What follows belongs to an exercise in optimizing a design on an open flow for small area; a production flow would make more cautious choices. RTL that was checked went through simulation tests only; none was proved equivalent to the original. Function not checked in run 2: the RTL went through the layout flow alone. Power figures rest on the tool's default switching activity, not on a simulated workload.

===== design.v =====
package nono_pkg;
    typedef enum logic [2:0] {
        end_board   = 3'b000,
        end_line    = 3'b001,
        or_commit   = 3'b010,
        and_assign  = 3'b101,
        start_line  = 3'b110,
        start_board = 3'b111
    } msg_flag_e;
    localparam int VAR_IDX_BITS = 4;
    localparam int OPT_BITS     = 2 ** VAR_IDX_BITS;  
    localparam int DIM_BITS     = 5;
    localparam int LINE_BITS    = 5;
    localparam int CNT_BITS     = 7;   
    typedef struct packed {
        logic [1:0]          spare_hi;
        logic [DIM_BITS-1:0] dim;       
        logic                spare_lo;
    } dim_payload_t;
    typedef struct packed {
        logic [2:0]              spare;
        logic [VAR_IDX_BITS-1:0] var_idx;  
        logic                    value;    
    } assign_payload_t;
    typedef union packed {
        dim_payload_t    dim;
        assign_payload_t asg;
    } payload_u;
    typedef struct packed {
        msg_flag_e flag;
        payload_u  payload;
    } token_t;
    typedef struct packed {
        logic [LINE_BITS-1:0] line;
        logic [OPT_BITS-1:0]  bits;
    } option_rec_t;
endpackage
module token_decoder (
    input  logic             clk,
    input  logic             rst,
    input  logic [7:0]       byte_in,
    input  logic             byte_valid,
    output logic [2:0]       tok_flag,
    output logic [5:0]       tok_pay,
    output logic             tok_valid
);
    logic       phase;     
    logic [2:0] flag_buf;  
    always_ff @(posedge clk) begin
        if (rst) begin
            phase     <= 1'b0;
            tok_valid <= 1'b0;
        end else begin
            tok_valid <= byte_valid & phase;
            if (byte_valid) phase <= ~phase;
        end
    end
    always_ff @(posedge clk) begin
        if (byte_valid && !phase) flag_buf <= byte_in[7:5];
    end
    always_ff @(posedge clk) begin
        tok_flag <= flag_buf;
        tok_pay  <= byte_in[5:0];
    end
endmodule
module option_builder #(
    parameter int MAX_LINES = 22
) (
    input  logic                          clk,
    input  logic                          rst,
    input  logic [2:0]                    tok_flag,
    input  logic [5:0]                    tok_pay,
    input  logic                          tok_valid,
    output logic [nono_pkg::LINE_BITS-1:0] line_idx,
    output logic [nono_pkg::OPT_BITS-1:0] cur_opt,
    output logic                          rec_valid,
    output logic                          line_inc,
    output logic                          line_open,
    output logic                          board_start,
    output logic                          board_done,
    output logic [nono_pkg::DIM_BITS-1:0] n,
    output logic [nono_pkg::DIM_BITS-1:0] m
);
    localparam logic [nono_pkg::LINE_BITS-1:0] LAST_LINE = nono_pkg::LINE_BITS'(MAX_LINES - 1);
    logic dim_sel;   
    always_ff @(posedge clk) begin
        if (rst) begin
            dim_sel     <= 1'b0;
            n           <= '0;
            m           <= '0;
            rec_valid   <= 1'b0;
            line_inc    <= 1'b0;
            line_open   <= 1'b0;
            board_start <= 1'b0;
            board_done  <= 1'b0;
        end else begin
            rec_valid   <= 1'b0;
            line_inc    <= 1'b0;
            line_open   <= 1'b0;
            board_start <= 1'b0;
            board_done  <= 1'b0;
            if (tok_valid) begin
                case (tok_flag)
                    3'b111: begin
                        dim_sel <= ~dim_sel;
                        if (!dim_sel) begin
                            n           <= tok_pay[5:1];
                            board_start <= 1'b1;
                        end else begin
                            m <= tok_pay[5:1];
                        end
                    end
                    3'b110: line_open <= 1'b1;
                    3'b010: rec_valid <= 1'b1;
                    3'b001: begin
                        rec_valid <= 1'b1;
                        line_inc  <= (line_idx != LAST_LINE);
                    end
                    3'b000: board_done <= 1'b1;
                    default: ;
                endcase
            end
        end
    end
    always_ff @(posedge clk) begin
        if (rst || board_start) begin
            line_idx <= '0;
        end else if (line_inc) begin
            line_idx <= line_idx + 1'b1;
        end
    end
    always_ff @(posedge clk) begin
        if (rst || rec_valid || line_open || board_start) begin
            cur_opt <= '0;
        end else if (tok_valid && tok_flag == 3'b101) begin
            cur_opt[tok_pay[4:1]] <= tok_pay[0];
        end
    end
endmodule
module option_store #(
    parameter  int MAX_LINES   = 22,
    parameter  int STORE_DEPTH = 64,
    localparam int ADDR_BITS   = $clog2(STORE_DEPTH)
) (
    input  logic                                          clk,
    input  logic                                          rst,
    input  logic [nono_pkg::LINE_BITS-1:0]                line_idx,
    input  logic [nono_pkg::OPT_BITS-1:0]                 cur_opt,
    input  logic                                          rec_valid,
    input  logic                                          line_inc,
    input  logic                                          line_open,
    input  logic                                          board_start,
    input  logic [ADDR_BITS-1:0]                          rd_addr,
    output nono_pkg::option_rec_t                         rd_data,
    input  logic [nono_pkg::LINE_BITS-1:0]                rd_line,
    output logic [ADDR_BITS-1:0]                          line_base_addr,
    output logic [MAX_LINES-1:0][nono_pkg::CNT_BITS-1:0]  options_per_line,
    output logic                                          opt_valid,
    output nono_pkg::option_rec_t                         opt_rec
);
    localparam int LB = nono_pkg::LINE_BITS;
    localparam int CB = nono_pkg::CNT_BITS;
    logic [nono_pkg::OPT_BITS-1:0] mem [STORE_DEPTH];
    logic [ADDR_BITS-1:0] last_addr [MAX_LINES-1];  
    logic [ADDR_BITS:0]   wr_ptr;                   
    logic [CB-1:0]        cur_cnt;                  
    logic                 wr_en;
    assign wr_en     = rec_valid && !wr_ptr[ADDR_BITS];
    assign opt_valid = wr_en;
    assign opt_rec   = {line_idx, cur_opt};
    always_ff @(posedge clk) begin
        if (rst || board_start) begin
            wr_ptr <= '0;
        end else if (wr_en) begin
            wr_ptr <= wr_ptr + 1'b1;
        end
    end
    always_ff @(posedge clk) begin
        if (rst || board_start || line_open || line_inc) begin
            cur_cnt <= '0;
        end else if (wr_en) begin
            cur_cnt <= cur_cnt + 1'b1;
        end
    end
    always_ff @(posedge clk) begin
        for (int l = 0; l < MAX_LINES; l++) begin
            if (rst || board_start) begin
                options_per_line[l] <= '0;
            end else if (line_idx == LB'(l)) begin
                if (line_open) begin
                    options_per_line[l] <= '0;
                end else if (wr_en) begin
                    options_per_line[l] <= (l == 0) ? cur_cnt + 1'b1 : {1'b0, cur_cnt[CB-2:0] + 1'b1};
                end
            end
        end
    end
    always_ff @(posedge clk) begin
        if (wr_en) begin
            mem[wr_ptr[ADDR_BITS-1:0]] <= cur_opt;
        end
    end
    always_ff @(posedge clk) begin
        for (int l = 0; l < MAX_LINES - 1; l++) begin
            if (line_inc && line_idx == LB'(l)) begin
                last_addr[l] <= wr_ptr[ADDR_BITS-1:0] | {ADDR_BITS{wr_ptr[ADDR_BITS]}};
            end
        end
    end
    logic [MAX_LINES-2:0] below;
    logic [LB-1:0]        rd_line_of;
    always_comb begin
        for (int l = 0; l < MAX_LINES - 1; l++) begin
            below[l] = (LB'(l) < line_idx) && (last_addr[l] < rd_addr);
        end
        rd_line_of = '0;
        for (int l = 0; l < MAX_LINES - 1; l++) begin
            if (below[l] && (l == MAX_LINES - 2 || !below[l+1])) rd_line_of = rd_line_of | LB'(l + 1);
        end
    end
    always_ff @(posedge clk) begin
        rd_data <= {rd_line_of, mem[rd_addr]};
    end
    logic [ADDR_BITS-1:0] end_ptr;
    logic [ADDR_BITS-1:0] sel_cnt;
    always_comb begin
        end_ptr = wr_ptr[ADDR_BITS-1:0];
        sel_cnt = '0;
        for (int l = 0; l < MAX_LINES; l++) begin
            if (rd_line == LB'(l)) sel_cnt = options_per_line[l][ADDR_BITS-1:0];
        end
        for (int l = 0; l < MAX_LINES - 1; l++) begin
            if (rd_line == LB'(l) && LB'(l) < line_idx) end_ptr = last_addr[l] + 1'b1;
        end
    end
    assign line_base_addr = (rd_line < LB'(MAX_LINES)) ? end_ptr - sel_cnt : '0;
endmodule
module board_parser_top #(
    parameter  int MAX_LINES   = 22,
    parameter  int STORE_DEPTH = 64,
    localparam int ADDR_BITS   = $clog2(STORE_DEPTH)
) (
    input  logic                                          clk,
    input  logic                                          rst,
    input  logic [7:0]                                    byte_in,
    input  logic                                          byte_valid,
    output logic                                          board_done,
    output logic [nono_pkg::DIM_BITS-1:0]                 n,
    output logic [nono_pkg::DIM_BITS-1:0]                 m,
    output logic                                          opt_valid,
    output nono_pkg::option_rec_t                         opt_rec,
    output logic [MAX_LINES-1:0][nono_pkg::CNT_BITS-1:0]  options_per_line,
    input  logic [ADDR_BITS-1:0]                          rd_addr,
    output nono_pkg::option_rec_t                         rd_data,
    input  logic [nono_pkg::LINE_BITS-1:0]                rd_line,
    output logic [ADDR_BITS-1:0]                          line_base_addr
);
    logic [2:0]                      tok_flag;
    logic [5:0]                      tok_pay;
    logic                            tok_valid;
    logic [nono_pkg::LINE_BITS-1:0]  line_idx;
    logic [nono_pkg::OPT_BITS-1:0]   cur_opt;
    logic                            rec_valid;
    logic                            line_inc;
    logic                            line_open;
    logic                            board_start;
    token_decoder token_decoder_inst (
        .clk        (clk),
        .rst        (rst),
        .byte_in    (byte_in),
        .byte_valid (byte_valid),
        .tok_flag   (tok_flag),
        .tok_pay    (tok_pay),
        .tok_valid  (tok_valid)
    );
    option_builder #(
        .MAX_LINES (MAX_LINES)
    ) option_builder_inst (
        .clk         (clk),
        .rst         (rst),
        .tok_flag    (tok_flag),
        .tok_pay     (tok_pay),
        .tok_valid   (tok_valid),
        .line_idx    (line_idx),
        .cur_opt     (cur_opt),
        .rec_valid   (rec_valid),
        .line_inc    (line_inc),
        .line_open   (line_open),
        .board_start (board_start),
        .board_done  (board_done),
        .n           (n),
        .m           (m)
    );
    option_store #(
        .MAX_LINES   (MAX_LINES),
        .STORE_DEPTH (STORE_DEPTH)
    ) option_store_inst (
        .clk              (clk),
        .rst              (rst),
        .line_idx         (line_idx),
        .cur_opt          (cur_opt),
        .rec_valid        (rec_valid),
        .line_inc         (line_inc),
        .line_open        (line_open),
        .board_start      (board_start),
        .rd_addr          (rd_addr),
        .rd_data          (rd_data),
        .rd_line          (rd_line),
        .line_base_addr   (line_base_addr),
        .options_per_line (options_per_line),
        .opt_valid        (opt_valid),
        .opt_rec          (opt_rec)
    );
endmodule

===== run.sh =====
#!/bin/bash
# synth_recipe.tcl (not shown) runs the flow's synth.tcl, then flattens the netlist and writes it again
# the make line also repeats each setting of config.mk as NAME=value (left out here)
make -C /OpenROAD-flow-scripts/flow DESIGN_CONFIG=/design/flow/config.mk WORK_HOME=/design/flow/orfs CLKGATE_MAP_FILE= SYNTH_SCRIPT=/design/flow/synth_recipe.tcl finish

===== config.mk =====
export PLATFORM = sky130hd
export DESIGN_NAME = board_parser_top
export DESIGN_NICKNAME = board_parser_top
export VERILOG_FILES = /design/flow/design.v
export SDC_FILE = /design/flow/constraint.sdc
export NUM_CORES = 4
export LEC_CHECK = 0
export CAP_MARGIN = 20
export CORE_MARGIN = 2
export CORE_UTILIZATION = 40
export SLEW_MARGIN = 20

===== constraint.sdc =====
create_clock -name core_clock -period 5.0 [get_ports {clk}]
set_input_delay 1.0000 -clock core_clock [delete_from_list [all_inputs] [get_ports {clk}]]
set_output_delay 1.0000 -clock core_clock [all_outputs]
set_load 0.01 [all_outputs]

==> flow_summary_export.csv, run 1 <==
group,metric,value,unit
outcome,outcome,"finished with violations",
outcome,violations,"negative setup slack",
global_routing,antenna_found_initial,11,
global_routing,grt_max_degree,110,
place,pre_cts_ws,-1550,ps
timing,period_share,110,%
power,power_density,338,nW/µm²
floorplanning,die_x,385,µm
detailed_routing,dr.pass1.iters,5,
finish,postLayoutCellArea,70000,µm²
timing,tightest_slew,1050,ps
timing,hold_viol_final,0,
min_path,hold_class,"reg2reg",
floorplanning,num_rows,139,
global_routing,grt_pass1_wl,242000,µm
setup_path,start_kind,"flop",
logic_synthesis,yosysSeqAreaShare,67.1,%
place,dpl_cell_area,64900,µm²
place,dp_hpwl,110000,µm
clock_network,clock_latency,780,ps
global_routing,overflow,0,
global_routing,grt_use_total,22.6,%
logic_synthesis,synth_seq_cells,1369,
logic_synthesis,async_flop_share,0,%
finish,drive_gt1_share,26.8,%
logic_synthesis,synth_cell_type_count,77,
timing,rsz0062_at_grt,"yes",
place,gp_congestion,0.922,
setup_path,path_max_fanout,10,
clock_network,ctsHtreeMaxLevel,4,
timing,fin_crit,5520,ps
timing,fin_ws,-522,ps
logic_synthesis,synth_top_area_cell,"edfxtp_1",
finish,final_cell_mix,"edfxtp_1 (1153), buf_4 (358), mux4_2 (346), nor2_1 (273), clkdlybuf4s50_1 (200)",
logic_synthesis,synth_top_cell_area_share,59.6,%
logic_synthesis,synth-edff-count,1153,
setup_path,r2r_slack,1790,ps
timing,finClkSkew,31.1,ps
place,port_buffers,214,
clock_network,cts_buffers,144,
logic_synthesis,netlist_area,58100,µm²
detailed_routing,first_iter_violations,3851,
detailed_routing,vias_per_cell,5.71,
floorplanning,start_util,40.4,%
clock_network,cts_tree,"done",
setup_path,cp.required,4000,ps
finish,layout_commonest_cell,"edfxtp_1",
timing,fmax,0.181,GHz
finish,num-nets-final,4249,
run,maxCapViolCount,0,
timing,relSlewSlack,29.6,%
detailed_routing,wl_per_cell,27.5,µm
power,vdd_drop_max,0.000327,V
floorplanning,core-area,144000,µm²
timing,setup_viol,5,
finish,area_delta_synth_final,20.5,%
detailed_routing,ant_nets,0,
clock_network,cts.sinks,1369,
logic_synthesis,synth_flop_cell,"edfxtp_1",
detailed_routing,drt_wl_total,168000,µm
floorplanning,ios,236,
clock_network,cts_root_buffer,"clkbuf_16",
clock_network,clk_transition_reported_paths,70,ps
setup_path,crit_type,"reg2out",
finish,n_fill_cell,12000,
detailed_routing,route.vias.total,34900,
timing,slew_violations,0,
power,power_leakage,24.5,nW
floorplanning,die_area,148000,µm²
global_routing,first_global_vias,34400,
detailed_routing,drc,0,
logic_synthesis,syn_avg_cell_area,16.5,µm²
logic_synthesis,synth_area_leaders,"edfxtp_1 (60%), mux4_2 (13%), dfxtp_1 (7.4%)",
logic_synthesis,synthCells,3526,
clock_network,clk_path_buf_depth,3,
logic_synthesis,synth_warnings,5,
setup_path,cp-end-kind,"primary output",
floorplanning,die_height,385,µm
setup_path,crit_arrival,4520,ps
-- metal layers --
metal  GRT usage, %  vias up  routed length [µm]
li1               -    15100                   -
met1           33.2    18100               73600
met2           35.2     1493               78000
met3           3.74      236               12900
met4           5.27        0                3480
met5              0        -                   0
-- stage by stage --
stage / hold slack, ps / setup TNS, ps / power, mW / utilization (%) / std cells
after floorplan: 323 / -106 / 13.1 / - / 3546
after global placement: 328 / -6000 / 13.5 / 45.1 / 5825
after detailed placement: 328 / -6160 / 13.5 / 45.1 / 5826
after CTS: 341 / -1100 / 23.8 / 48.5 / 6100
after global routing: 359 / -1840 / 24.3 / 48.7 / 6104
final: 342 / -997 / 23.6 / 48.7 / 6105
-- power breakdown --
part / internal, mW / switching, mW
Clock: 5.80 / 4.53
Combinational: 0.511 / 0.570
Sequential: 12.2 / 0.0167
-- cells in the mapped netlist (28+ instances only) --
cell type	count
nor3_1	60
o21ai_0	83
inv_1	28
mux2i_1	108
ha_1	141
clkbuf_1	119
xor2_1	56
nand2b_1	33
a21o_1	58
buf_2	43
edfxtp_1	1153
nand3_1	112
xnor2_1	49
nor2_1	319
a21oi_1	121
nand2_1	131
dfxtp_1	216
mux4_2	346
-- path summary, 6_finish.rpt --
| check | end | cells past startpoint | from |
|---|---|---|---|
| max | line_base_addr[5] | 19 | option_builder_inst.line_idx[2]$_SDFFE_PP0P_ |
| min | token_decoder_inst.tok_flag[0]$_DFF_P_ | 0 | token_decoder_inst.flag_buf[0]$_DFFE_PP_ |
| max reg2reg | option_store_inst.options_per_line[91]$_SDFFE_PP0P_ | 8 | option_builder_inst.rec_valid$_SDFF_PP0_ |
| min reg2reg | token_decoder_inst.tok_flag[0]$_DFF_P_ | 0 | token_decoder_inst.flag_buf[0]$_DFFE_PP_ |
-- cell families after synthesis --
kind of cell,synth area share [%]
AOI/OAI and AO/OA,4.90
xor gates and xnor gates,1.58
buffers and inverters,1.82
and+or+nand+nor,6.17
other,0.00646
muxes,15.4
DFF,67.1
adders and majority gates,3.07
-- registers in the layout, indices dropped and copies added (netlist names), 3 cells and up --
register	count
option_store_inst.options_per_line	133
option_store_inst.last_addr	126
option_store_inst.rd_data	21
token_decoder_inst.flag_buf	3
token_decoder_inst.tok_flag	3
option_store_inst.wr_ptr	7
option_builder_inst.cur_opt	16
option_builder_inst.m	5
option_store_inst.mem	1024
option_builder_inst.line_idx	5
option_builder_inst.n	5
token_decoder_inst.tok_pay	6
option_store_inst.cur_cnt	7
-- cell type report --
| class | count | area [µm²] | share of cell area [%] |
|---|---|---|---|
| sequential | 1369 | 39000 | 55.7 |
| antenna | 2 | 5.00 | 0.00715 |
| inverter | 30 | 118 | 0.168 |
| clock inverter | 63 | 593 | 0.847 |
| clock buffer | 198 | 3980 | 5.69 |
| tap | 1903 | 2380 | 3.40 |
| timing repair buffer | 599 | 5230 | 7.46 |
| multi-input combinational | 1941 | 18700 | 26.8 |
-- critical path: stages (launching register included) --
cell	delay [ps]
dfxtp_1	310
buf_4	180
buf_12	150
and2_2	230
a21oi_4	170
nor3_2	60
buf_4	130
or4_1	570
nor4_4	210
a21o_1	160
ha_1	210
nor2b_4	120
o21ai_2	100
nand2b_1	90
a21o_1	180
a21oi_2	170
xnor2_2	80
or4_4	430
nand2_4	70
buf_6	90
-- timing repair --
action / CTS / global route
hold buffers: 0 / 0
endpoints found under the hold margin: 0 / 0
pin swaps: 45 / 22
buffers inserted: 14 / 2
resized for setup: 109 / 27
setup endpoints to repair: 6 / 6
==> run 2: changes to the inputs <==
--- a/design.v
+++ b/design.v
@@ -163,7 +163,11 @@
     logic [nono_pkg::OPT_BITS-1:0] mem [STORE_DEPTH];
-    logic [ADDR_BITS-1:0] last_addr [MAX_LINES-1];  
-    logic [ADDR_BITS:0]   wr_ptr;                   
-    logic [CB-1:0]        cur_cnt;                  
+    logic [ADDR_BITS-1:0] line_end [MAX_LINES-1];  
+    logic [ADDR_BITS:0]   wr_ptr;                  
+    logic [ADDR_BITS:0]   wr_ptr_nx;
+    logic [CB-1:0]        cur_cnt;                 
     logic                 wr_en;
+    logic                 clr_all;
+    assign clr_all   = rst || board_start;
     assign wr_en     = rec_valid && !wr_ptr[ADDR_BITS];
+    assign wr_ptr_nx = wr_ptr + (ADDR_BITS + 1)'(wr_en);
     assign opt_valid = wr_en;
@@ -171,10 +175,7 @@
     always_ff @(posedge clk) begin
-        if (rst || board_start) begin
-            wr_ptr <= '0;
-        end else if (wr_en) begin
-            wr_ptr <= wr_ptr + 1'b1;
-        end
+        if (clr_all) wr_ptr <= '0;
+        else         wr_ptr <= wr_ptr_nx;
     end
     always_ff @(posedge clk) begin
-        if (rst || board_start || line_open || line_inc) begin
+        if (clr_all || line_open || line_inc) begin
             cur_cnt <= '0;
@@ -184,12 +185,16 @@
     end
+    logic                 opl_clr;
+    logic [CB-1:0]        opl_d;
+    logic [MAX_LINES-1:0] opl_we;
+    assign opl_clr = clr_all || line_open;
+    assign opl_d   = opl_clr ? '0 : cur_cnt + 1'b1;
+    always_comb begin
+        for (int l = 0; l < MAX_LINES; l++) begin
+            opl_we[l] = clr_all || ((line_idx == LB'(l)) && (line_open || wr_en));
+        end
+    end
     always_ff @(posedge clk) begin
         for (int l = 0; l < MAX_LINES; l++) begin
-            if (rst || board_start) begin
-                options_per_line[l] <= '0;
-            end else if (line_idx == LB'(l)) begin
-                if (line_open) begin
-                    options_per_line[l] <= '0;
-                end else if (wr_en) begin
-                    options_per_line[l] <= (l == 0) ? cur_cnt + 1'b1 : {1'b0, cur_cnt[CB-2:0] + 1'b1};
-                end
+            if (opl_we[l]) begin
+                options_per_line[l] <= (l == 0) ? opl_d : {1'b0, opl_d[CB-2:0]};
             end
@@ -205,3 +210,3 @@
             if (line_inc && line_idx == LB'(l)) begin
-                last_addr[l] <= wr_ptr[ADDR_BITS-1:0] | {ADDR_BITS{wr_ptr[ADDR_BITS]}};
+                line_end[l] <= wr_ptr_nx[ADDR_BITS-1:0];
             end
@@ -209,3 +214,11 @@
     end
-    logic [MAX_LINES-2:0] below;
+    function automatic logic le6(input logic [ADDR_BITS-1:0] a, input logic [ADDR_BITS-1:0] b);
+        logic r;
+        r = 1'b1;
+        for (int i = 0; i < ADDR_BITS; i++) begin
+            r = (~a[i] & b[i]) | ((~a[i] | b[i]) & r);
+        end
+        le6 = r;
+    endfunction
+    logic [MAX_LINES-2:0] done;
     logic [LB-1:0]        rd_line_of;
@@ -213,3 +226,3 @@
         for (int l = 0; l < MAX_LINES - 1; l++) begin
-            below[l] = (LB'(l) < line_idx) && (last_addr[l] < rd_addr);
+            done[l] = (LB'(l) < line_idx) && (line_end[l] != '0) && le6(line_end[l], rd_addr);
         end
@@ -217,3 +230,10 @@
         for (int l = 0; l < MAX_LINES - 1; l++) begin
-            if (below[l] && (l == MAX_LINES - 2 || !below[l+1])) rd_line_of = rd_line_of | LB'(l + 1);
+            if (done[l] && (l == MAX_LINES - 2 || !done[l+1])) rd_line_of = rd_line_of | LB'(l + 1);
+        end
+    end
+    logic [nono_pkg::OPT_BITS-1:0] rd_bits;
+    always_comb begin
+        rd_bits = '0;
+        for (int k = 0; k < STORE_DEPTH; k++) begin
+            rd_bits = rd_bits | (mem[k] & {nono_pkg::OPT_BITS{rd_addr == ADDR_BITS'(k)}});
         end
@@ -221,17 +241,36 @@
     always_ff @(posedge clk) begin
-        rd_data <= {rd_line_of, mem[rd_addr]};
+        rd_data <= {rd_line_of, rd_bits};
     end
-    logic [ADDR_BITS-1:0] end_ptr;
+    logic [MAX_LINES-1:0] rd_dec;    
+    logic [MAX_LINES-1:0] rd_past;   
+    logic [ADDR_BITS-1:0] sel_end;
     logic [ADDR_BITS-1:0] sel_cnt;
     always_comb begin
-        end_ptr = wr_ptr[ADDR_BITS-1:0];
-        sel_cnt = '0;
         for (int l = 0; l < MAX_LINES; l++) begin
-            if (rd_line == LB'(l)) sel_cnt = options_per_line[l][ADDR_BITS-1:0];
+            rd_dec[l]  = (rd_line == LB'(l));
+            rd_past[l] = rd_dec[l] && (LB'(l) < line_idx);
         end
+        sel_end = wr_ptr[ADDR_BITS-1:0] & {ADDR_BITS{|(rd_dec & ~rd_past)}};
+        sel_cnt = '0;
         for (int l = 0; l < MAX_LINES - 1; l++) begin
-            if (rd_line == LB'(l) && LB'(l) < line_idx) end_ptr = last_addr[l] + 1'b1;
+            sel_end = sel_end | (line_end[l] & {ADDR_BITS{rd_past[l]}});
         end
+        for (int l = 0; l < MAX_LINES; l++) begin
+            sel_cnt = sel_cnt | (options_per_line[l][ADDR_BITS-1:0] & {ADDR_BITS{rd_dec[l]}});
+        end
+    end
+    logic [ADDR_BITS-1:0] sub_b;
+    logic [ADDR_BITS-1:0] pg_g, pg_p, cy;
+    always_comb begin
+        sub_b = ~sel_cnt;
+        pg_g  = sel_end & sub_b;
+        pg_p  = sel_end ^ sub_b;
+        cy[0] = 1'b1;
+        cy[1] = pg_g[0] | pg_p[0];
+        cy[2] = pg_g[1] | (pg_p[1] & pg_g[0]) | (pg_p[1] & pg_p[0]);
+        cy[3] = pg_g[2] | (pg_p[2] & pg_g[1]) | (pg_p[2] & pg_p[1] & (pg_g[0] | pg_p[0]));
+        cy[4] = pg_g[3] | (pg_p[3] & pg_g[2]) | (pg_p[3] & pg_p[2] & cy[2]);
+        cy[5] = pg_g[4] | (pg_p[4] & pg_g[3]) | (pg_p[4] & pg_p[3] & cy[3]);
     end
-    assign line_base_addr = (rd_line < LB'(MAX_LINES)) ? end_ptr - sel_cnt : '0;
+    assign line_base_addr = pg_p ^ cy;
 endmodule
--- a/config.mk
+++ b/config.mk
@@ -9,3 +9,4 @@
 export CORE_MARGIN = 2
-export CORE_UTILIZATION = 40
+export CORE_UTILIZATION = 45
+export CTS_BUF_LIST = sky130_fd_sc_hd__clkbuf_4 sky130_fd_sc_hd__clkbuf_8 sky130_fd_sc_hd__clkbuf_16
 export SLEW_MARGIN = 20
==> run 2 against run 1 <==
- the layout still fails its checks (negative setup slack)
- via count rose by 11%
- sequential cell count stayed put
- register-to-register slack lost 550 ps
- maximum frequency grew 7.0%
- cell area is 6.3% lower
- area after synthesis shrank 8.7%
- synthesized cell count shrank 4.0%
- hold slack worse by 1.5 ps
- critical path type unchanged
==> flow_summary_export.csv, run 2 <==
group,metric,value,unit
finish,n_fill_cell,9103,
outcome,outcome,"finished with violations",
finish,largest_reg_flops,1024,
clock_network,clock_latency,780,ps
floorplanning,core-area,117000,µm²
setup_path,crit_arrival,4160,ps
timing,hold_viol_final,0,
finish,final_cell_mix,"edfxtp_1 (1286), a22oi_1 (478), buf_4 (422), clkdlybuf4s50_1 (203), clkbuf_16 (147)",
logic_synthesis,synth_area_leaders,"edfxtp_1 (73%), a22oi_1 (6.8%), dfxtp_1 (3.1%)",
power,p_int,19.1,mW
timing,relSlewSlack,18.1,%
floorplanning,die_area,121000,µm²
global_routing,grt_max_degree,66,
place,dpl_cell_area,60200,µm²
detailed_routing,ant_nets,0,
logic_synthesis,synth_seq_cells,1369,
place,dpl.cell_count,5406,
finish,multiInputGateArea,12800,µm²
floorplanning,die_height,347,µm
power,power_leakage,22.0,nW
finish,ff_latch_area,40300,µm²
timing,period_share,103,%
setup_path,cp.required,4000,ps
logic_synthesis,synthCells,3385,
timing,fmax,0.194,GHz
detailed_routing,dr.pass1.iters,6,
setup_path,crit_type,"reg2out",
timing,whs,340,ps
global_routing,grt_pass1_wl,307000,µm
logic_synthesis,ys_top_cells_by_count,"edfxtp_1 (1286), a22oi_1 (481), nor2_1 (251)",
logic_synthesis,synth_warnings,5,
clock_network,cts_root_buffer,"clkbuf_16",
setup_path,path_max_fanout,4,
timing,finClkSkew,28.4,ps
detailed_routing,route.vias.total,38800,
clock_network,clk_path_buf_depth,3,
global_routing,overflow,0,
power,pwr-share-comb,3.8,%
finish,drive_gt1_share,22.6,%
power,clock_power_share,44.7,%
floorplanning,die_x,347,µm
finish,layout_commonest_cell,"edfxtp_1",
power,p_seq_share,51.5,%
timing,fin_ws,-163,ps
place,dp_hpwl,156000,µm
detailed_routing,drc,0,
clock_network,cts_buffers,142,
finish,postLayoutCellArea,65600,µm²
finish,area_delta_synth_final,23.7,%
logic_synthesis,synth_flop_cell,"edfxtp_1",
clock_network,cts.sinks,1369,
clock_network,ctsHtreeMaxLevel,4,
global_routing,antenna_found_initial,12,
clock_network,ctsHoldBuffers,0,
logic_synthesis,synth_cell_type_count,89,
timing,fin_crit,5160,ps
min_path,hold_class,"reg2reg",
setup_path,cp-end-kind,"primary output",
logic_synthesis,yosysSeqAreaShare,76.0,%
logic_synthesis,async_flop_share,0,%
global_routing,first_global_vias,35900,
logic_synthesis,synth_top_area_cell,"edfxtp_1",
timing,slew_violations,0,
floorplanning,start_util,45.5,%
logic_synthesis,synth-edff-count,1286,
power,vdd_drop_max,0.000329,V
run,maxCapViolCount,0,
floorplanning,num_rows,125,
timing,rsz0062_at_grt,"yes",
floorplanning,ios,236,
power,swShare,21.4,%
logic_synthesis,netlist_area,53000,µm²
clock_network,cts_tree,"done",
logic_synthesis,synth_top_cell_area_share,72.9,%
outcome,violations,"negative setup slack",
detailed_routing,vias_per_cell,6.82,
logic_synthesis,yosysMostFrequentCell,"edfxtp_1",
clock_network,clk_transition_reported_paths,60,ps
place,port_buffers,214,
global_routing,grt_use_total,37.5,%
timing,setup_viol,2,
place,gp_congestion,1.01,
logic_synthesis,syn_avg_cell_area,15.7,µm²
power,power_density,371,nW/µm²
detailed_routing,wl_per_cell,40.4,µm
timing,tightest_slew,1230,ps
finish,instances_no_fill,5686,
detailed_routing,first_iter_violations,7529,
finish,num-nets-final,4076,
detailed_routing,drt_wl_total,230000,µm
power,p_sw,5.20,mW
setup_path,start_kind,"flop",
## run 2: cell types whose count changed after synthesis, sizes merged, moves of 50 or more
cell    delta
dfxtp    -133
a22o      +80
xor2      -50
edfxtp   +133
a22oi    +457
mux2i    -101
nand4     +69
a21oi     -72
ha       -125
a21o      -54
mux4     -346
nor2      -64
a221oi    +78
## run 2: final timing paths
path | endpoint | depth (start not counted) | slack [ps] | from
hold reg to reg | token_decoder_inst.tok_flag[0]$_DFF_P_ | 0 | 340 | token_decoder_inst.flag_buf[0]$_DFFE_PP_
setup / recovery | line_base_addr[5] | 17 | -160 | option_builder_inst.line_idx[0]$_SDFFE_PP0P_
hold / removal | token_decoder_inst.tok_flag[0]$_DFF_P_ | 0 | 340 | token_decoder_inst.flag_buf[0]$_DFFE_PP_
setup reg to reg | option_store_inst.mem[46][13]$_DFFE_PP_ | 5 | 1240 | option_store_inst.wr_ptr[6]$_SDFF_PP0_
## run 2: per-stage QoR
| stage | power [mW] | setup WS (ps) | utilization (%) | setup TNS (ps) |
|---|---|---|---|---|
| 4_1_cts | 24.3 | -307 | 56.0 | -616 |
| 5_1_grt | 24.8 | -343 | 56.3 | -546 |
| 3_5_place_dp | 13.6 | -1260 | 51.7 | -5860 |
| 6_report | 24.3 | -163 | 56.3 | -184 |
| 2_1_floorplan | 13.1 | 295 | - | 0 |
| 3_3_place_gp | 13.6 | -1350 | 51.7 | -6090 |
## run 2: layout make-up
cell class,instances,area share [%]
inverters,46,0.263
multi-input cells,1824,19.5
clock inverters,71,1.17
well taps,1524,2.91
diodes,10,0.0382
flip-flops and latches,1369,61.5
repair buffers,655,8.52
clock buffers,187,6.14
## run 2: timing repair
action	CTS	global route
pin swaps	18	27
setup buffers	7	6
setup endpoints to repair	6	4
resized for setup	87	63
## run 2: logic make-up (layout without fill, tap and decap cells)
logic type / count (synthesis) / count (layout) / synth area share [%]
flops: 1369 / 1369 / 76.0
fa+ha+maj: 38 / 38 / 0.796
mux: 9 / 9 / 0.175
xor+xnor: 25 / 25 / 0.413
simple gates: 873 / 873 / 8.46
buf+inv: 212 / 959 / 1.81
compound gates: 858 / 858 / 12.3
other cells: 1 / 31 / 0.00708
## run 2: power by group through the flow
stage,Sequential (mW),Combinational [mW],Clock [mW]
final,12.5,0.929,10.9
after global routing,12.5,0.953,11.3
after CTS,12.5,0.893,10.9
after detailed placement,12.8,0.875,0
after global placement,12.8,0.875,0
after floorplan,12.7,0.323,0
## run 2: critical path, cell delays in order, from the launching register on
cell	delay (ps)
dfxtp_1	320
or2_4	270
buf_4	180
a21oi_4	200
buf_6	130
nor3_1	80
buf_4	170
a22oi_1	230
nand3_1	110
or4_4	590
ha_4	290
inv_2	40
a21oi_2	130
o21ai_1	80
nand2b_1	90
xnor2_1	130
xnor2_1	180
buf_2	190
## run 2: layer usage
metal  vias up  track usage (%)  part of all wire, %
met5         -            0.120                0.029
met4        10             19.8                  6.3
met3       685             11.0                   14
met2      3534             55.5                   43
met1     19400             50.2                   36
li1      15100                -                    -
==> run 3: changes to the inputs <==
--- a/design.v
+++ b/design.v
@@ -245,4 +245,4 @@
     logic [MAX_LINES-1:0] rd_past;   
-    logic [ADDR_BITS-1:0] sel_end;
-    logic [ADDR_BITS-1:0] sel_cnt;
+    logic [ADDR_BITS-1:0] cur_base;
+    assign cur_base = wr_ptr[ADDR_BITS-1:0] - cur_cnt[ADDR_BITS-1:0];
     always_comb begin
@@ -252,25 +252,8 @@
         end
-        sel_end = wr_ptr[ADDR_BITS-1:0] & {ADDR_BITS{|(rd_dec & ~rd_past)}};
-        sel_cnt = '0;
+        line_base_addr = cur_base & {ADDR_BITS{|(rd_dec & ~rd_past)}};
         for (int l = 0; l < MAX_LINES - 1; l++) begin
-            sel_end = sel_end | (line_end[l] & {ADDR_BITS{rd_past[l]}});
+            line_base_addr = line_base_addr |
+                ((line_end[l] - options_per_line[l][ADDR_BITS-1:0]) & {ADDR_BITS{rd_past[l]}});
         end
-        for (int l = 0; l < MAX_LINES; l++) begin
-            sel_cnt = sel_cnt | (options_per_line[l][ADDR_BITS-1:0] & {ADDR_BITS{rd_dec[l]}});
-        end
-    end
-    logic [ADDR_BITS-1:0] sub_b;
-    logic [ADDR_BITS-1:0] pg_g, pg_p, cy;
-    always_comb begin
-        sub_b = ~sel_cnt;
-        pg_g  = sel_end & sub_b;
-        pg_p  = sel_end ^ sub_b;
-        cy[0] = 1'b1;
-        cy[1] = pg_g[0] | pg_p[0];
-        cy[2] = pg_g[1] | (pg_p[1] & pg_g[0]) | (pg_p[1] & pg_p[0]);
-        cy[3] = pg_g[2] | (pg_p[2] & pg_g[1]) | (pg_p[2] & pg_p[1] & (pg_g[0] | pg_p[0]));
-        cy[4] = pg_g[3] | (pg_p[3] & pg_g[2]) | (pg_p[3] & pg_p[2] & cy[2]);
-        cy[5] = pg_g[4] | (pg_p[4] & pg_g[3]) | (pg_p[4] & pg_p[3] & cy[3]);
     end
-    assign line_base_addr = pg_p ^ cy;
 endmodule
==> flow/run.sh (new file) <==
#!/bin/bash
# Standard ORFS layout (the standard.sh) with these changes: port buffers
# use a small plain buffer cell, CTS inserts no dummy loads and uses small
# clock buffers. Every tool's output stays in the ORFS logs under orfs/logs;
# this script's output goes to run.log.
set -e
bash standard.sh finish \
  "BUFFER_PORTS_ARGS=-buffer_cell sky130_fd_sc_hd__buf_1" \
  "CTS_ARGS=-sink_clustering_enable -repair_clock_nets -dont_use_dummy_load -buf_list {sky130_fd_sc_hd__clkbuf_4 sky130_fd_sc_hd__clkbuf_8}" \
  > run.log 2>&1
==> standard.sh (new file) <==
#!/bin/bash
# synth_recipe.tcl (not shown) runs the flow's synth.tcl, then flattens the netlist and writes it again
# the make line also repeats each setting of config.mk as NAME=value (left out here)
make -C /OpenROAD-flow-scripts/flow DESIGN_CONFIG=/design/flow/config.mk WORK_HOME=/design/flow/orfs CLKGATE_MAP_FILE= SYNTH_SCRIPT=/design/flow/synth_recipe.tcl "${@:-finish}"
--- a/config.mk
+++ b/config.mk
@@ -10,3 +10,2 @@
 export CORE_UTILIZATION = 45
-export CTS_BUF_LIST = sky130_fd_sc_hd__clkbuf_4 sky130_fd_sc_hd__clkbuf_8 sky130_fd_sc_hd__clkbuf_16
 export SLEW_MARGIN = 20
removed: run.sh
==> run 3 against run 2 <==
- the run now finishes clean
- clock skew grew 110 ps
- non-clock buffer count down 212
- first-iteration DRC count is 3.8% lower
- die area increased by 5.7%
- final cell count increased by 3.5%
- area after synthesis rose by 5.8%
- wire length is 3.0% higher
- combinational power decreased by 7.6%
- global-route usage is 0.99 points lower
- utilization decreased by 4.8 points
- count of clock-buffer cells in the layout increased by 26
- synthesized cell count is 10% higher
==> flow_summary_export.csv, run 3 <==
group,metric,value,unit
floorplanning,num_rows,129,
floorplanning,die_x,357,µm
logic_synthesis,yosysSeqAreaShare,71.8,%
floorplanning,ios,236,
global_routing,antenna_found_initial,23,
power,pwr-share-comb,4.1,%
logic_synthesis,async_flop_share,0,%
clock_network,cts.sinks,1369,
clock_network,clk_path_buf_depth,3,
timing,relSlewSlack,16.7,%
timing,finClkSkew,137,ps
global_routing,grt_use_total,36.5,%
timing,slew_violations,0,
logic_synthesis,synthXorXnorAreaFrac,1.83,%
detailed_routing,first_iter_violations,7245,
place,gp_congestion,0.995,
timing,fmax,0.202,GHz
finish,multiInputGateArea,15100,µm²
logic_synthesis,netlist_area,56100,µm²
global_routing,grt_use_met3,11.4,%
clock_network,cts_root_buffer,"clkbuf_8",
finish,largest_reg_flops,1024,
power,swShare,22.3,%
global_routing,overflow,0,
power,clock_power_share,36.7,%
logic_synthesis,synthAdderAreaFrac,3.97,%
detailed_routing,wl_per_cell,40.2,µm
detailed_routing,vias_per_cell,6.81,
timing,period_share,99.1,%
timing,fin_crit,4960,ps
clock_network,ctsHoldBuffers,0,
setup_path,cpMostUsedCell,"or3_1",
detailed_routing,drt_wl_total,237000,µm
floorplanning,die_area,127000,µm²
logic_synthesis,synth_top_family_by_area,"compound AO/OA/AOI/OAI gates",
finish,postLayoutCellArea,63700,µm²
timing,fin_ws,44.0,ps
run,maxCapViolCount,0,
setup_path,crit_chain,"buf_4 > or3_1 > nor2_1 > or3_1 > o22ai_1 > nor4_1 > nand4_1 > buf_1",
logic_synthesis,synth_area_leaders,"edfxtp_1 (69%), a221oi_1 (3.4%), a22o_1 (3.3%)",
timing,rsz0062_at_grt,"yes",
place,dpl_cell_area,60600,µm²
logic_synthesis,synth_top_area_cell,"edfxtp_1",
place,dp_hpwl,162000,µm
detailed_routing,route.vias.total,40100,
clock_network,clock_latency,970,ps
setup_path,cp-end-kind,"primary output",
clock_network,cts_setup_buffers,0,
global_routing,use_met2,54.9,%
global_routing,first_global_vias,36900,
setup_path,crit_slowest_cell,"dfxtp_1",
logic_synthesis,synth_top_cell_area_share,68.9,%
power,vdd_drop_max,0.000270,V
detailed_routing,drc,0,
global_routing,grt-busiest-layer,"met2",
finish,area_delta_synth_final,13.5,%
finish,n_fill_cell,10500,
timing,hold_viol_final,0,
logic_synthesis,synth-edff-count,1286,
setup_path,crit_type,"reg2out",
clock_network,cts_tree,"done",
logic_synthesis,synthSimpleGateAreaFrac,6.93,%
clock_network,clk_transition_reported_paths,60,ps
power,power_density,332,nW/µm²
floorplanning,start_util,45.4,%
logic_synthesis,synth_cell_type_count,73,
logic_synthesis,synth_warnings,5,
finish,finalCoreUtilization,51.5,%
logic_synthesis,muxShareOfSynthArea,0.112,%
global_routing,grt_use_met1,49.8,%
finish,final_cell_mix,"edfxtp_1 (1286), buf_4 (225), a221oi_1 (219), a22o_1 (213), clkbuf_8 (213)",
power,power_leakage,21.3,nW
timing,whs,253,ps
finish,drive_gt1_share,14.9,%
logic_synthesis,syn_avg_cell_area,15.1,µm²
clock_network,cts_buffers,213,
setup_path,start_kind,"flop",
setup_path,crit_arrival,3960,ps
logic_synthesis,yosysMostFrequentCell,"edfxtp_1",
setup_path,max_stage_delay,480,ps
finish,layout_commonest_cell,"edfxtp_1",
clock_network,ctsHtreeMaxLevel,4,
outcome,outcome,"finished clean",
finish,num-nets-final,4407,
detailed_routing,dr.pass1.iters,9,
power,p_seq_share,59.2,%
global_routing,grt_max_degree,66,
min_path,hold_class,"in2reg",
logic_synthesis,synth_flop_cell,"edfxtp_1",
logic_synthesis,ys_top_cells_by_count,"edfxtp_1 (1286), nor2_1 (242), a221oi_1 (219)",
power,p_int,16.4,mW
timing,tightest_slew,1250,ps
floorplanning,die_height,357,µm
setup_path,cp.required,4000,ps
detailed_routing,ant_nets,0,
finish,ff_latch_area,40300,µm²
setup_path,path_max_fanout,17,
power,p_sw,4.72,mW
place,pre_cts_ws,452,ps
logic_synthesis,synthCells,3725,
global_routing,grt_pass1_wl,313000,µm
place,port_buffers,214,
timing,setup_viol,0,
logic_synthesis,synth_seq_cells,1369,
floorplanning,core-area,124000,µm²
logic_synthesis,synth-compound-area-share,12.8,%
## run 3: routing by layer
metal / share of wire, % / vias up
met2: 44 / 3424
met1: 37 / 20300
met3: 14 / 602
met4: 4.5 / 14
li1: - / 15700
met5: 0.063 / -
## run 3: layout make-up
| class | count | area share [%] |
|---|---|---|
| sequential | 1369 | 63.3 |
| multi-input combinational | 2031 | 23.7 |
| antenna | 9 | 0.0354 |
| tap | 1637 | 3.22 |
| clock buffer | 213 | 4.61 |
| timing repair buffer | 443 | 4.06 |
| inverter | 185 | 1.09 |
## run 3: logic make-up (layout without fill, tap and decap cells)
| kind of cell | after synthesis | after routing |
|---|---|---|
| AOI/OAI and AO/OA | 949 | 949 |
| and+or+nand+nor | 768 | 768 |
| xor gates and xnor gates | 117 | 117 |
| other | 1 | 30 |
| buffers and inverters | 345 | 841 |
| adders and majority gates | 170 | 170 |
| muxes | 6 | 6 |
| DFF | 1369 | 1369 |
## run 3: repair_timing
action	4_1_cts	5_1_grt
endpoints found under the setup margin	6	5
gates resized for setup	6	7
pin swaps	3	0
hold endpoints to repair	0	0
## run 3: per-stage QoR
stage	cells	TNS (ps)	power, mW
finish	5887	0	21.1
global route	5881	-20.6	21.6
CTS	5877	0	21.1
detailed placement	5664	0	13.6
global placement	5663	0	13.6
floorplan	3745	0	13.2
## run 3: power by group through the flow
stage	combinational, mW	clock (mW)	sequential [mW]
3_5_place_dp	0.826	0	12.8
3_3_place_gp	0.826	0	12.8
4_1_cts	0.831	7.72	12.5
6_report	0.858	7.76	12.5
5_1_grt	0.889	8.17	12.5
2_1_floorplan	0.401	0	12.8
## run 3: worst max-delay path: cells and delay by family (launching register included)
| kind | cells | cell delay (ps) |
|---|---|---|
| buffers and inverters | 2 | 480 |
| AO/OA/AOI/OAI | 1 | 160 |
| AND/OR/NAND/NOR | 5 | 1900 |
| flip-flops | 1 | 480 |
## run 3: final timing paths
| check | slack [ps] | to | from | depth (start not counted) |
|---|---|---|---|---|
| worst min-delay path | 250 | token_decoder_inst.tok_pay[3]$_DFF_P_ | byte_in[3] | 1 |
| worst max-delay path | 40 | line_base_addr[5] | option_builder_inst.line_idx[3]$_SDFFE_PP0P_ | 8 |
| worst max register to register | 1680 | option_store_inst.mem[45][1]$_DFFE_PP_ | option_store_inst.wr_ptr[6]$_SDFF_PP0_ | 5 |
| worst min register to register | 340 | token_decoder_inst.tok_flag[1]$_DFF_P_ | token_decoder_inst.flag_buf[1]$_DFFE_PP_ | 0 |
==> run 4: changes to the inputs <==
--- a/design.v
+++ b/design.v
@@ -162,7 +162,8 @@
     localparam int CB = nono_pkg::CNT_BITS;
+    localparam int HB = ADDR_BITS / 2;          
     logic [nono_pkg::OPT_BITS-1:0] mem [STORE_DEPTH];
-    logic [ADDR_BITS-1:0] line_end [MAX_LINES-1];  
-    logic [ADDR_BITS:0]   wr_ptr;                  
+    logic [ADDR_BITS-1:0] line_end [MAX_LINES];  
+    logic [ADDR_BITS:0]   wr_ptr;                
     logic [ADDR_BITS:0]   wr_ptr_nx;
-    logic [CB-1:0]        cur_cnt;                 
+    logic [CB-1:0]        cur_cnt;               
     logic                 wr_en;
@@ -207,7 +208,14 @@
     end
+    logic [ADDR_BITS-1:0] end_d;
+    logic [MAX_LINES-1:0] end_we;
+    assign end_d = clr_all ? '0 : wr_ptr_nx[ADDR_BITS-1:0];
+    always_comb begin
+        for (int l = 0; l < MAX_LINES; l++) begin
+            end_we[l] = clr_all || ((wr_en || line_inc) && line_idx == LB'(l))
+                                || (line_inc && l > 0 && line_idx == LB'(l - 1));
+        end
+    end
     always_ff @(posedge clk) begin
-        for (int l = 0; l < MAX_LINES - 1; l++) begin
-            if (line_inc && line_idx == LB'(l)) begin
-                line_end[l] <= wr_ptr_nx[ADDR_BITS-1:0];
-            end
+        for (int l = 0; l < MAX_LINES; l++) begin
+            if (end_we[l]) line_end[l] <= end_d;
         end
@@ -226,3 +234,3 @@
         for (int l = 0; l < MAX_LINES - 1; l++) begin
-            done[l] = (LB'(l) < line_idx) && (line_end[l] != '0) && le6(line_end[l], rd_addr);
+            done[l] = (line_end[l] != '0) && le6(line_end[l], rd_addr);
         end
@@ -243,17 +251,24 @@
     end
-    logic [MAX_LINES-1:0] rd_dec;    
-    logic [MAX_LINES-1:0] rd_past;   
-    logic [ADDR_BITS-1:0] cur_base;
-    assign cur_base = wr_ptr[ADDR_BITS-1:0] - cur_cnt[ADDR_BITS-1:0];
+    logic [MAX_LINES-1:0] lo_borrow;
+    logic [MAX_LINES-1:0] rd_dec;
+    logic [ADDR_BITS-1:0] sel_end;
+    logic [ADDR_BITS-1:0] sel_cnt;
+    logic                 sel_borrow;
     always_comb begin
         for (int l = 0; l < MAX_LINES; l++) begin
-            rd_dec[l]  = (rd_line == LB'(l));
-            rd_past[l] = rd_dec[l] && (LB'(l) < line_idx);
+            lo_borrow[l] = line_end[l][HB-1:0] < options_per_line[l][HB-1:0];
+            rd_dec[l]    = (rd_line == LB'(l));
         end
-        line_base_addr = cur_base & {ADDR_BITS{|(rd_dec & ~rd_past)}};
-        for (int l = 0; l < MAX_LINES - 1; l++) begin
-            line_base_addr = line_base_addr |
-                ((line_end[l] - options_per_line[l][ADDR_BITS-1:0]) & {ADDR_BITS{rd_past[l]}});
+        sel_end    = '0;
+        sel_cnt    = '0;
+        sel_borrow = 1'b0;
+        for (int l = 0; l < MAX_LINES; l++) begin
+            sel_end    = sel_end | (line_end[l] & {ADDR_BITS{rd_dec[l]}});
+            sel_cnt    = sel_cnt | (options_per_line[l][ADDR_BITS-1:0] & {ADDR_BITS{rd_dec[l]}});
+            sel_borrow = sel_borrow | (lo_borrow[l] & rd_dec[l]);
         end
     end
+    assign line_base_addr[HB-1:0]         = sel_end[HB-1:0] - sel_cnt[HB-1:0];
+    assign line_base_addr[ADDR_BITS-1:HB] = sel_end[ADDR_BITS-1:HB] - sel_cnt[ADDR_BITS-1:HB]
+                                            - (ADDR_BITS-HB)'(sel_borrow);
 endmodule
==> flow/run.sh (replaced) <==
#!/bin/bash
# Standard ORFS layout (the standard.sh) with these changes: port buffers
# use a small plain buffer cell; CTS inserts no dummy loads, uses small clock
# buffers and somewhat larger sink clusters. Every tool's output stays in the
# ORFS logs under orfs/logs; this script's output goes to run.log.
set -e
bash standard.sh finish \
  "BUFFER_PORTS_ARGS=-buffer_cell sky130_fd_sc_hd__buf_1" \
  "CTS_ARGS=-sink_clustering_enable -repair_clock_nets -dont_use_dummy_load -sink_clustering_size 14 -sink_clustering_max_diameter 70 -buf_list {sky130_fd_sc_hd__clkbuf_4 sky130_fd_sc_hd__clkbuf_8}" \
  > run.log 2>&1
--- a/config.mk
+++ b/config.mk
@@ -10,2 +10,3 @@
 export CORE_UTILIZATION = 45
+export SETUP_SLACK_MARGIN = 0.2
 export SLEW_MARGIN = 20
==> run 4 against run 3 <==
- worst setup slack better by 49 ps
- synthesized cell count down 9.2%
- wire length down 4.0%
- non-clock buffer count up 59
- cell area down 5.4%
- via count down 6.8%
- largest cell class unchanged
- highest routed layer unchanged
==> flow_summary_export.csv, run 4 <==
group,metric,value,unit
logic_synthesis,synth_area_leaders,"edfxtp_1 (72%), a221oi_1 (4.0%), a22o_1 (3.8%)",
timing,slew_violations,0,
place,port_buffers,214,
detailed_routing,ant_nets,0,
clock_network,clk_path_buf_depth,3,
setup_path,cp_top_family,"adder cells",
power,power_leakage,19.8,nW
finish,layout_commonest_cell,"edfxtp_1",
timing,rsz0062_at_grt,"yes",
logic_synthesis,synth_cell_type_count,66,
logic_synthesis,ys_top_cells_by_count,"edfxtp_1 (1292), nor2_1 (247), a221oi_1 (243)",
logic_synthesis,synth_top_cell_area_share,72.4,%
detailed_routing,dr.pass1.iters,6,
global_routing,grt_max_degree,67,
timing,period_share,98.1,%
clock_network,clk_transition_reported_paths,100,ps
clock_network,cts_tree,"done",
finish,postLayoutCellArea,60200,µm²
logic_synthesis,synthCells,3382,
floorplanning,die_area,122000,µm²
logic_synthesis,synthSimpleGateAreaFrac,6.54,%
finish,largest_reg_flops,1024,
timing,fin_crit,4910,ps
timing,setup_viol,0,
clock_network,ctsHtreeMaxLevel,3,
timing,relSlewSlack,13.3,%
timing,finClkSkew,165,ps
setup_path,path_max_fanout,2,
place,dpl_cell_area,58200,µm²
global_routing,grt_pass1_wl,301000,µm
setup_path,cpMostUsedCell,"fa_2",
setup_path,max_stage_delay,550,ps
logic_synthesis,synth-compound-area-share,13.5,%
timing,tightest_slew,1300,ps
setup_path,crit_slowest_cell,"edfxtp_1",
timing,tns,0,ps
setup_path,r2r_slack,1130,ps
setup_path,crit_type,"reg2out",
logic_synthesis,yosysSeqAreaShare,75.5,%
clock_network,cts_buffers,112,
finish,drive_gt1_share,15.7,%
setup_path,crit_chain,"ha_1 > a21o_1 > a2111oi_2 > a31oi_1 > nand3_1 > a311oi_1 > nand2_1 > fa_2 > inv_2 > fa_2 > xor2_2 > xnor2_1 > buf_2",
finish,area_delta_synth_final,12.4,%
finish,num-nets-final,3935,
detailed_routing,drc,0,
logic_synthesis,muxShareOfSynthArea,0.0747,%
logic_synthesis,yosysMostFrequentCell,"edfxtp_1",
clock_network,clock_latency,920,ps
clock_network,cts.sinks,1375,
logic_synthesis,netlist_area,53600,µm²
floorplanning,die_height,349,µm
logic_synthesis,synth_flop_cell,"edfxtp_1",
detailed_routing,vias_per_cell,6.92,
outcome,outcome,"finished clean",
setup_path,cp_num_buf_inv,2,
min_path,hold_class,"in2reg",
logic_synthesis,synth_top_area_cell,"edfxtp_1",
place,gp_congestion,1.00,
detailed_routing,first_iter_violations,6677,
floorplanning,ios,236,
global_routing,antenna_found_initial,14,
timing,fin_ws,93.0,ps
global_routing,grt_use_met1,46.3,%
power,vdd_drop_max,0.000235,V
floorplanning,num_rows,126,
setup_path,cp.required,4000,ps
place,pre_cts_ws,-81.6,ps
logic_synthesis,synth_top_family_by_area,"compound AO/OA/AOI/OAI gates",
detailed_routing,wl_per_cell,42.1,µm
timing,hold_viol_final,0,
setup_path,start_kind,"flop",
power,power,19.2,mW
global_routing,grt_use_total,36.8,%
setup_path,cp-end-kind,"primary output",
logic_synthesis,synth_seq_cells,1375,
logic_synthesis,synth-edff-count,1292,
global_routing,grt_use_met3,9.14,%
finish,instances_no_fill,5394,
place,dpl.cell_count,5245,
logic_synthesis,async_flop_share,0,%
timing,whs,244,ps
run,maxCapViolCount,0,
finish,final_cell_mix,"edfxtp_1 (1292), buf_4 (275), a221oi_1 (243), a22o_1 (232), buf_1 (207)",
timing,fmax,0.204,GHz
logic_synthesis,synthAdderAreaFrac,1.90,%
global_routing,grt-busiest-layer,"met2",
detailed_routing,drt_wl_total,227000,µm
floorplanning,die_x,349,µm
logic_synthesis,synthXorXnorAreaFrac,0.376,%
place,dp_hpwl,152000,µm
finish,finalCoreUtilization,51.0,%
floorplanning,core-area,118000,µm²
setup_path,crit_arrival,3910,ps
logic_synthesis,synth_warnings,5,
power,power_density,319,nW/µm²
floorplanning,start_util,45.4,%
global_routing,first_global_vias,34100,
global_routing,overflow,0,
logic_synthesis,syn_avg_cell_area,15.8,µm²
clock_network,cts_root_buffer,"clkbuf_8",
detailed_routing,route.vias.total,37300,
global_routing,use_met2,57.1,%
==> run 4: cell count changes in the layout (fill, tap and decap cells not counted), sizes merged, moves of 59 or more <==
cell,previous run,this run
clkbuf,215,114
inv,185,105
a22oi,133,199
xnor2,79,14
ha,120,57
buf,441,500
==> run 4: layout make-up <==
cell class                 count  area (µm²)
antenna                        7        17.5
clock buffer                 112        1540
fill                        9877       57900
inverter                     105         394
multi-input combinational   1757       12700
sequential                  1375       40500
tap                         1536        1920
timing repair buffer         502        3130
==> run 4: cells by family (layout without fill, tap and decap cells) <==
logic type / count (synthesis) / count (layout)
flops: 1375 / 1375
compound gates: 918 / 918
xor+xnor: 23 / 23
other cells: 1 / 28
buf+inv: 270 / 719
simple gates: 707 / 707
fa+ha+maj: 84 / 84
mux: 4 / 4
==> run 4: worst paths after layout <==
kind,startpoint,to,cells after the start
worst max-delay path,option_store_inst.line_end[13][1]$_DFFE_PP_,line_base_addr[5],13
worst min-delay path,byte_in[0],token_decoder_inst.tok_pay[0]$_DFF_P_,1
worst max register to register,option_store_inst.wr_ptr[6]$_SDFF_PN0_,option_store_inst.mem[45][1]$_DFFE_PP_,5
worst min register to register,token_decoder_inst.flag_buf[2]$_DFFE_PP_,token_decoder_inst.tok_flag[2]$_DFF_P_,0
==> run 4: power by group <==
part / total, mW / internal [mW] / switching (mW) / leakage (nW)
logic: 0.969 / 0.319 / 0.650 / 6.03
registers: 12.7 / 12.5 / 0.169 / 12.9
clock network: 5.53 / 1.98 / 3.55 / 0.805
==> run 4: timing repair <==
item,4_1_cts,5_1_grt
gates resized for setup,42,20
pin swaps,14,13
setup buffers,13,16
hold endpoints to repair,0,0
endpoints found under the setup margin,4,3
hold buffers,0,0
==> run 4: routing by layer <==
layer / vias up / share of wire [%]
li1: 14600 / -
met1: 18800 / 35
met2: 3142 / 45
met3: 755 / 12
met4: 14 / 7.9
met5: - / 0.035
==> run 4: worst reg2reg max path, stage by stage, from the launching register on <==
cell,delay [ps]
dfxtp_1,340
nand2b_1,380
inv_1,730
nand3_1,610
nor2_2,1020
buf_4,480
==> run 5: changes to the inputs <==
--- a/flow/run.sh
+++ b/flow/run.sh
@@ -8,3 +8,3 @@
   "BUFFER_PORTS_ARGS=-buffer_cell sky130_fd_sc_hd__buf_1" \
-  "CTS_ARGS=-sink_clustering_enable -repair_clock_nets -dont_use_dummy_load -sink_clustering_size 14 -sink_clustering_max_diameter 70 -buf_list {sky130_fd_sc_hd__clkbuf_4 sky130_fd_sc_hd__clkbuf_8}" \
+  "CTS_ARGS=-sink_clustering_enable -repair_clock_nets -dont_use_dummy_load -sink_clustering_size 16 -sink_clustering_max_diameter 80 -buf_list {sky130_fd_sc_hd__clkbuf_4 sky130_fd_sc_hd__clkbuf_8}" \
   > run.log 2>&1
==> run 5 against run 4 <==
- first-iteration DRC count down 5.4%
- maximum frequency up 0.63%
- die area stayed put
- cell area decreased by 0.44%
- register-to-register slack got worse by 20 ps
- sequential cell count stayed put
- via count shrank 0.44%
- utilization shrank 0.23 points
==> flow_summary_export.csv, run 5 <==
group,metric,value,unit
outcome,outcome,"finished clean",
global_routing,grt_pass1_wl,301000,µm
clock_network,cts_tree,"done",
logic_synthesis,ys_top_cells_by_count,"edfxtp_1 (1292), nor2_1 (247), a221oi_1 (243)",
floorplanning,start_util,45.4,%
floorplanning,num_rows,126,
finish,drive_gt1_share,15.2,%
global_routing,grt_use_total,36.8,%
detailed_routing,dr.pass1.iters,6,
power,p_int,14.6,mW
timing,whs,297,ps
floorplanning,ios,236,
timing,tightest_slew,1270,ps
clock_network,ctsHtreeMaxLevel,3,
timing,period_share,97.5,%
logic_synthesis,synth_cell_type_count,66,
power,p_seq_share,67.3,%
logic_synthesis,synth_warnings,5,
logic_synthesis,async_flop_share,0,%
detailed_routing,route.vias.total,37200,
detailed_routing,drt_wl_total,227000,µm
setup_path,cp-end-kind,"primary output",
run,maxCapViolCount,0,
setup_path,worstReg2RegStart,"option_store_inst.wr_ptr[6]$_SDFF_PN0_",
logic_synthesis,synthCells,3382,
floorplanning,die_area,122000,µm²
setup_path,start_kind,"flop",
min_path,hold_start,"byte_in[0]",
setup_path,startpoint,"option_store_inst.line_end[13][1]$_DFFE_PP_",
global_routing,grt_max_degree,67,
timing,hold_viol_final,0,
finish,postLayoutCellArea,59900,µm²
logic_synthesis,synth-edff-count,1292,
power,p_sw,4.29,mW
logic_synthesis,yosysMostFrequentCell,"edfxtp_1",
global_routing,first_global_vias,34000,
min_path,hold_class,"in2reg",
clock_network,ctsHoldBuffers,0,
power,power,18.9,mW
global_routing,overflow,0,
setup_path,reg2reg_to,"option_store_inst.mem[31][2]$_DFFE_PP_",
power,swShare,22.7,%
power,pwr-share-comb,5.1,%
logic_synthesis,synth_seq_cells,1375,
timing,setup_viol,0,
setup_path,r2r_slack,1110,ps
detailed_routing,ant_nets,0,
logic_synthesis,synth_flop_cell,"edfxtp_1",
timing,finClkSkew,123,ps
logic_synthesis,syn_avg_cell_area,15.8,µm²
logic_synthesis,synth_top_cell_area_share,72.4,%
clock_network,clock_latency,850,ps
timing,fin_crit,4880,ps
detailed_routing,vias_per_cell,6.91,
finish,final_cell_mix,"edfxtp_1 (1292), buf_4 (273), a221oi_1 (243), a22o_1 (232), buf_1 (207)",
power,vdd_drop_max,0.000253,V
logic_synthesis,synth_top_area_cell,"edfxtp_1",
clock_network,cts.sinks,1375,
timing,fmax,0.205,GHz
logic_synthesis,synth_area_leaders,"edfxtp_1 (72%), a221oi_1 (4.0%), a22o_1 (3.8%)",
timing,relSlewSlack,15.0,%
detailed_routing,drc,0,
setup_path,crit_arrival,3880,ps
logic_synthesis,netlist_area,53600,µm²
setup_path,r2r_cells,5,
setup_path,cp.required,4000,ps
clock_network,cts_root_buffer,"clkbuf_8",
global_routing,antenna_found_initial,16,
place,gp_congestion,1.00,
finish,num-nets-final,3919,
clock_network,clk_transition_reported_paths,100,ps
timing,rsz0062_at_grt,"yes",
floorplanning,die_height,349,µm
timing,slew_violations,0,
finish,layout_commonest_cell,"edfxtp_1",
power,power_density,315,nW/µm²
detailed_routing,first_iter_violations,6314,
setup_path,crit_type,"reg2out",
power,clock_power_share,27.7,%
place,dpl_cell_area,58200,µm²
floorplanning,die_x,349,µm
clock_network,clk_path_buf_depth,3,
detailed_routing,wl_per_cell,42.2,µm
floorplanning,core-area,118000,µm²
place,port_buffers,214,
power,power_leakage,19.6,nW
setup_path,worstSetupEndpoint,"line_base_addr[5]",
finish,area_delta_synth_final,11.9,%
clock_network,cts_buffers,98,
logic_synthesis,yosysSeqAreaShare,75.5,%
place,dp_hpwl,152000,µm
setup_path,path_max_fanout,2,
finish,largest_reg_flops,1024,
-- run 5: how the worst min path moves through the flow --
stage                                                         to  slack, ps  cells past startpoint
after detailed placement  token_decoder_inst.tok_flag[1]$_DFF_P_        330                      0
after global placement    token_decoder_inst.tok_flag[1]$_DFF_P_        330                      0
after CTS                  token_decoder_inst.tok_pay[3]$_DFF_P_        230                      1
after global routing       token_decoder_inst.tok_pay[3]$_DFF_P_        270                      1
final                      token_decoder_inst.tok_pay[0]$_DFF_P_        300                      1
after floorplan           token_decoder_inst.tok_flag[0]$_DFF_P_        320                      0
-- run 5: cell type report --
cell class              count  area [µm²]
repair buffers            500        3110
diodes                      7        17.5
flip-flops and latches   1375       40500
well taps                1536        1920
clock buffers              98        1350
fillers                  9873       58200
inverters                 105         394
multi-input cells        1757       12700
-- run 5: cell families after synthesis --
| logic type | share of synthesized area, % |
|---|---|
| AO/OA/AOI/OAI | 13.5 |
| XOR/XNOR | 0.376 |
| adder cells (fa/ha/maj) | 1.90 |
| buffers and inverters | 2.08 |
| flip-flops | 75.5 |
| multiplexers | 0.0747 |
| other | 0.00700 |
| AND/OR/NAND/NOR | 6.54 |
-- run 5: critical path, stage by stage, from the launching register on --
cell and delay [ps]:
edfxtp_1 560, ha_1 340, a21o_1 170, a2111oi_0 460
a31oi_1 120, nand3_1 120, a311oi_1 50, nand2_1 130
fa_2 220, inv_2 40, fa_2 380, xor2_2 190
xnor2_1 190, buf_2 170
-- run 5: per-layer routing --
layer,routed length (µm),vias to the layer above,track usage (%)
met5,179,-,0.520
met4,18100,18,23.5
met3,27500,758,9.41
met2,102000,3185,57.2
met1,78900,18700,45.8
li1,-,14500,-
-- run 5: what timing repair did --
item / in CTS / in global routing
buffers inserted: 13 / 14
gates resized for setup: 36 / 16
setup endpoints to repair: 5 / 3
pin swaps: 12 / 14
-- run 5: power groups by stage --
stage               logic [mW]  clock network [mW]  registers, mW
floorplan                0.445                   0           12.9
global placement         0.888                   0           13.0
detailed placement       0.888                   0           13.0
CTS                      0.918                5.24           12.7
global route             0.997                5.59           12.7
finish                   0.957                5.23           12.7
-- run 5: per-stage QoR --
| stage | utilization, % | setup WS, ps | setup TNS (ps) | std cells |
|---|---|---|---|---|
| 3_3_place_gp | 49.2 | -152 | -229 | 5242 |
| 5_1_grt | 50.7 | 20.0 | 0 | 5372 |
| 6_report | 50.8 | 124 | 0 | 5378 |
| 2_1_floorplan | - | 654 | 0 | 3402 |
| 4_1_cts | 50.6 | 50.3 | 0 | 5356 |
| 3_5_place_dp | 49.3 | -81.6 | -121 | 5245 |

## re-timing with driven ports
The flow's constraints put no driver on any port. The routed layouts listed below were extracted and timed again, unchanged, in two steps.
Step 1 (the two cells are an assumption about what drives the block):
set clk [get_ports {clk}]
set_driving_cell -lib_cell sky130_fd_sc_hd__clkbuf_16 $clk
set_driving_cell -lib_cell sky130_fd_sc_hd__buf_2 [delete_from_list [all_inputs] $clk]
Step 2 also shifts input and output timing later by t, the mid clock arrival at the registers, as if the neighbouring blocks saw the same clock.
a / b / c = no drivers / after step 1 / after step 2; a / b = the first two.
| run | shift t [ns] | setup WS [ns] | worst hold slack (ns) | clock arrival spread, ns |
|---|---|---|---|---|
| run 1 | 0.848 | -0.522 / -0.605 / -0.605 | 0.342 / 0.342 / 0.342 | 0.039 / 0.038 |
| run 2 | 0.841 | -0.163 / -0.242 / -0.186 | 0.340 / 0.340 / 0.340 | 0.035 / 0.034 |
| run 3 | 0.970 | 0.044 / -0.027 / 0.401 | 0.253 / 0.207 / 0.337 | 0.138 / 0.138 |
| run 4 | 0.904 | 0.093 / 0.013 / 0.103 | 0.244 / 0.192 / 0.353 | 0.192 / 0.192 |
| run 5 | 0.867 | 0.124 / 0.044 / 0.132 | 0.297 / 0.241 / 0.355 | 0.156 / 0.157 |
The setup slack of run 1, which loses most, moves by -0.083 ns with the drivers and by -0.083 ns with both steps.
